Background: an optimization exercise with open tools, aiming at small area, a short achievable clock period and few clock cycles per item. Do not read the settings as production practice. At most, simulation tests tie the RTL to the original design; equivalence was not proved. No driver is modelled on the clock port, so clock power and skew are understated where the tree is cut down; a real chip needs a root buffer or a tree. Power and IR drop assume default switching activity.

job 103:
Design rolling_hash_string_search, start of the top module:
module rolling_hash_string_search (
  input  wire logic                   clk,
  input  wire logic                   rst,
  input  wire logic                   cfg_write_enable,
  input  wire logic [rhss_pkg::CFG_INDEX_W-1:0] cfg_index,
  input  wire logic [rhss_pkg::CFG_DATA_W-1:0]  cfg_data,
  input  wire logic                   text_valid,
  output wire logic                   text_ready,
  input  wire logic [rhss_pkg::BYTE_W-1:0]      text_byte,
  input  wire logic                   text_last,
  output wire logic                   result_valid,
  input  wire logic                   result_ready,
  output wire logic                   result_found,
  output wire logic [rhss_pkg::POSITION_W-1:0]  result_position
);
  logic [CFG_DATA_W-1:0]    pat_word [PATTERN_WORDS];
  logic [PATTERN_WORDS-1:0] word_set;      
  logic [4:0]               len_m1;        
  logic [MAX_PATTERN-1:0]   mvec;
  logic                     first;         
  logic                     s2_valid;
  logic                     s2_last;
  logic                     s2_first;
  logic                     matched;       
  logic                     out_valid;
  logic                     out_found;
  logic [POSITION_W-1:0]    pos;           
  ...
Size in the first run: roughly 15000 sq um of cells after synthesis.
export LEC_CHECK = 0
export CAP_MARGIN = 20
export CORE_MARGIN = 2
export CORE_UTILIZATION = 40
export SLEW_MARGIN = 20
create_clock -name core_clock -period 11.0 [get_ports {clk}]
run.sh (not shown) runs the stock make flow with config.mk's settings and CLKGATE_MAP_FILE= SYNTH_SCRIPT=/design/flow/synth_recipe.tcl, a recipe that flattens the netlist after the stock synthesis.
Testbench counts of job 103, summed over its fixed seeds: cycles 37,377, bytes 37,092.
--- input diff job 103..job 104 ---
==> flow/flow/run.sh (new file) <==
#!/bin/bash
# Standard layout, with timing repair aiming past the clock period so the achieved
# period (clock period less setup slack) shrinks. Settings in flow/margin.txt.
set -euo pipefail
MARGIN=$(cat flow/margin.txt)
bash standard.sh SETUP_SLACK_MARGIN="$MARGIN" finish > make_finish.log 2>&1
==> flow/flow/margin.txt (new file) <==
8
==> flow/standard.sh (new file) <==
#!/bin/bash
# synth_recipe.tcl (not shown) runs the flow's synth.tcl, then flattens the netlist and writes it again
# the make line also repeats each setting of config.mk as NAME=value (left out here)
make -C /OpenROAD-flow-scripts/flow DESIGN_CONFIG=/design/flow/config.mk WORK_HOME=/design/flow/orfs CLKGATE_MAP_FILE= SYNTH_SCRIPT=/design/flow/synth_recipe.tcl "${@:-finish}"
removed: flow/run.sh
Results
Delta(clock insertion delay at the later pin of the skew report, job 104 - job 103) > 0. Summary — sequential share of layout area, job 104 relative to job 103: lower, by 7.7 points. Where fmax is concerned, job 103 is outperformed by job 104. For job 103, the launch point of the critical path was text_byte[4], unlike job 104, where it was text_byte[0]. Wire length of the first global-routing pass: job 104 vs job 103 up about 20%.

* * *

rolling_hash_string_search, a different RTL version from the one above (not shown whole).
Size: ~1100 cells after synthesis, ~350 flip-flops, ~120 I/O pins.
==> flow/config.mk <==
export PLATFORM = sky130hd
export DESIGN_NAME = rolling_hash_string_search
export DESIGN_NICKNAME = rolling_hash_string_search
export VERILOG_FILES = /design/flow/design.v
export SDC_FILE = /design/flow/constraint.sdc
export NUM_CORES = 4
export LEC_CHECK = 0
export CAP_MARGIN = 20
export CORE_MARGIN = 2
export CORE_UTILIZATION = 55
export PLACE_DENSITY = 0.8
export SLEW_MARGIN = 20
==> flow/constraint.sdc <==
create_clock -name core_clock -period 11.0 [get_ports {clk}]
set_input_delay 2.2000 -clock core_clock [delete_from_list [all_inputs] [get_ports {clk}]]
set_output_delay 2.2000 -clock core_clock [all_outputs]
set_load 0.01 [all_outputs]
standard.sh (not shown) runs the stock make flow with config.mk's settings and CLKGATE_MAP_FILE= SYNTH_SCRIPT=/design/flow/synth_recipe.tcl, a recipe that flattens the netlist after the stock synthesis.
==> flow/flow/run.sh <==
#!/bin/bash
# Own layout flow. It runs the standard layout (standard.sh, with the standard
# synthesis unchanged) with extra ORFS settings from flow/settings.sh, and makes two
# changes to the layout after CTS:
#  - flow/out_iso.tcl: a register that drives an output port's buffer and other logic
#    drives the other logic through a new buffer.
# Each tool's output goes to a log of its own in this folder.
set -euo pipefail
source flow/settings.sh
bash standard.sh "${ARGS[@]}" cts > make_cts.log 2>&1
openroad -no_init -exit flow/clock_root.tcl > clock_root.log 2>&1
openroad -no_init -exit flow/out_iso.tcl > out_iso.log 2>&1
bash standard.sh "${ARGS[@]}" finish > make_finish.log 2>&1
Other scripts of this flow, unchanged in this note and not shown: flow/flow/clock_root.tcl, flow/flow/out_iso.tcl, flow/flow/settings.sh
The baseline went through all stages and came out clean.
Change:
==> flow/flow/run.sh (replaced) <==
#!/bin/bash
set -euo pipefail
source flow/settings.sh
bash standard.sh "${ARGS[@]}" cts > make_cts.log 2>&1
openroad -no_init -exit flow/clock_root.tcl > clock_root.log 2>&1
bash standard.sh "${ARGS[@]}" finish > make_finish.log 2>&1
CORE_UTILIZATION = 65   (was 55)
PLACE_DENSITY = 0.85   (was 0.8)
Core utilization rose by 11 points.
Critical path depth stays the same.
Cell area fell by 1.5%.
Clock power fell by about 0.9%.
Register-to-register slack loses 80 ps.
Change:
CORE_UTILIZATION = 55   (was 65)
PLACE_DENSITY = 0.8   (was 0.85)
Cell area is about the same.
Hold slack is worse by 29 ps.
Via count came out lower by 4.3%.
Routed wire length came out lower by 5.0%.
Power hardly moves.
Critical path depth stays the same.
Clock power hardly moves.
Setup slack is better by 8.9 ps.
No run of this note included a check of the RTL's function; only the layout flow was run.

[separate check: timing with driven ports]
How much do the figures lean on ideal ports? The routed layouts below were timed once more, with nothing changed but the port constraints. Step 1 (the two cells are an assumption about what drives the block):
set clk [get_ports {clk}]
set_driving_cell -lib_cell sky130_fd_sc_hd__clkbuf_16 $clk
set_driving_cell -lib_cell sky130_fd_sc_hd__buf_2 [delete_from_list [all_inputs] $clk]
Step 2 adds t to the input delays and takes it off the output delays; t is the mean of the earliest and latest rising clock arrival at the registers after step 1. Input paths then give back, and output paths get back, about the clock's delay inside the block. a / b / c = no drivers / after step 1 / after step 2; a / b = the first two.
| run | shift t [ns] | setup WS [ns] | hold slack, ns |
|---|---|---|---|
| job 103 | 0.570 | 6.958 / 6.990 / 6.420 | 0.531 / 0.531 / 0.531 |
| job 104 | 0.585 | 7.638 / 7.606 / 7.060 | 0.586 / 0.586 / 0.586 |
| the first run of note 2 | 0.433 | 7.939 / 7.876 / 7.591 | 0.508 / 0.508 / 0.508 |
| the second run of note 2 | 0.427 | 7.935 / 7.877 / 7.528 | 0.508 / 0.508 / 0.508 |
| the third run of note 2 | 0.434 | 7.944 / 7.881 / 7.544 | 0.479 / 0.479 / 0.479 |
After both steps setup and hold are still met in every run listed. The setup slack of job 104, which loses most, moves by -0.032 ns with the drivers and by -0.578 ns with both steps.
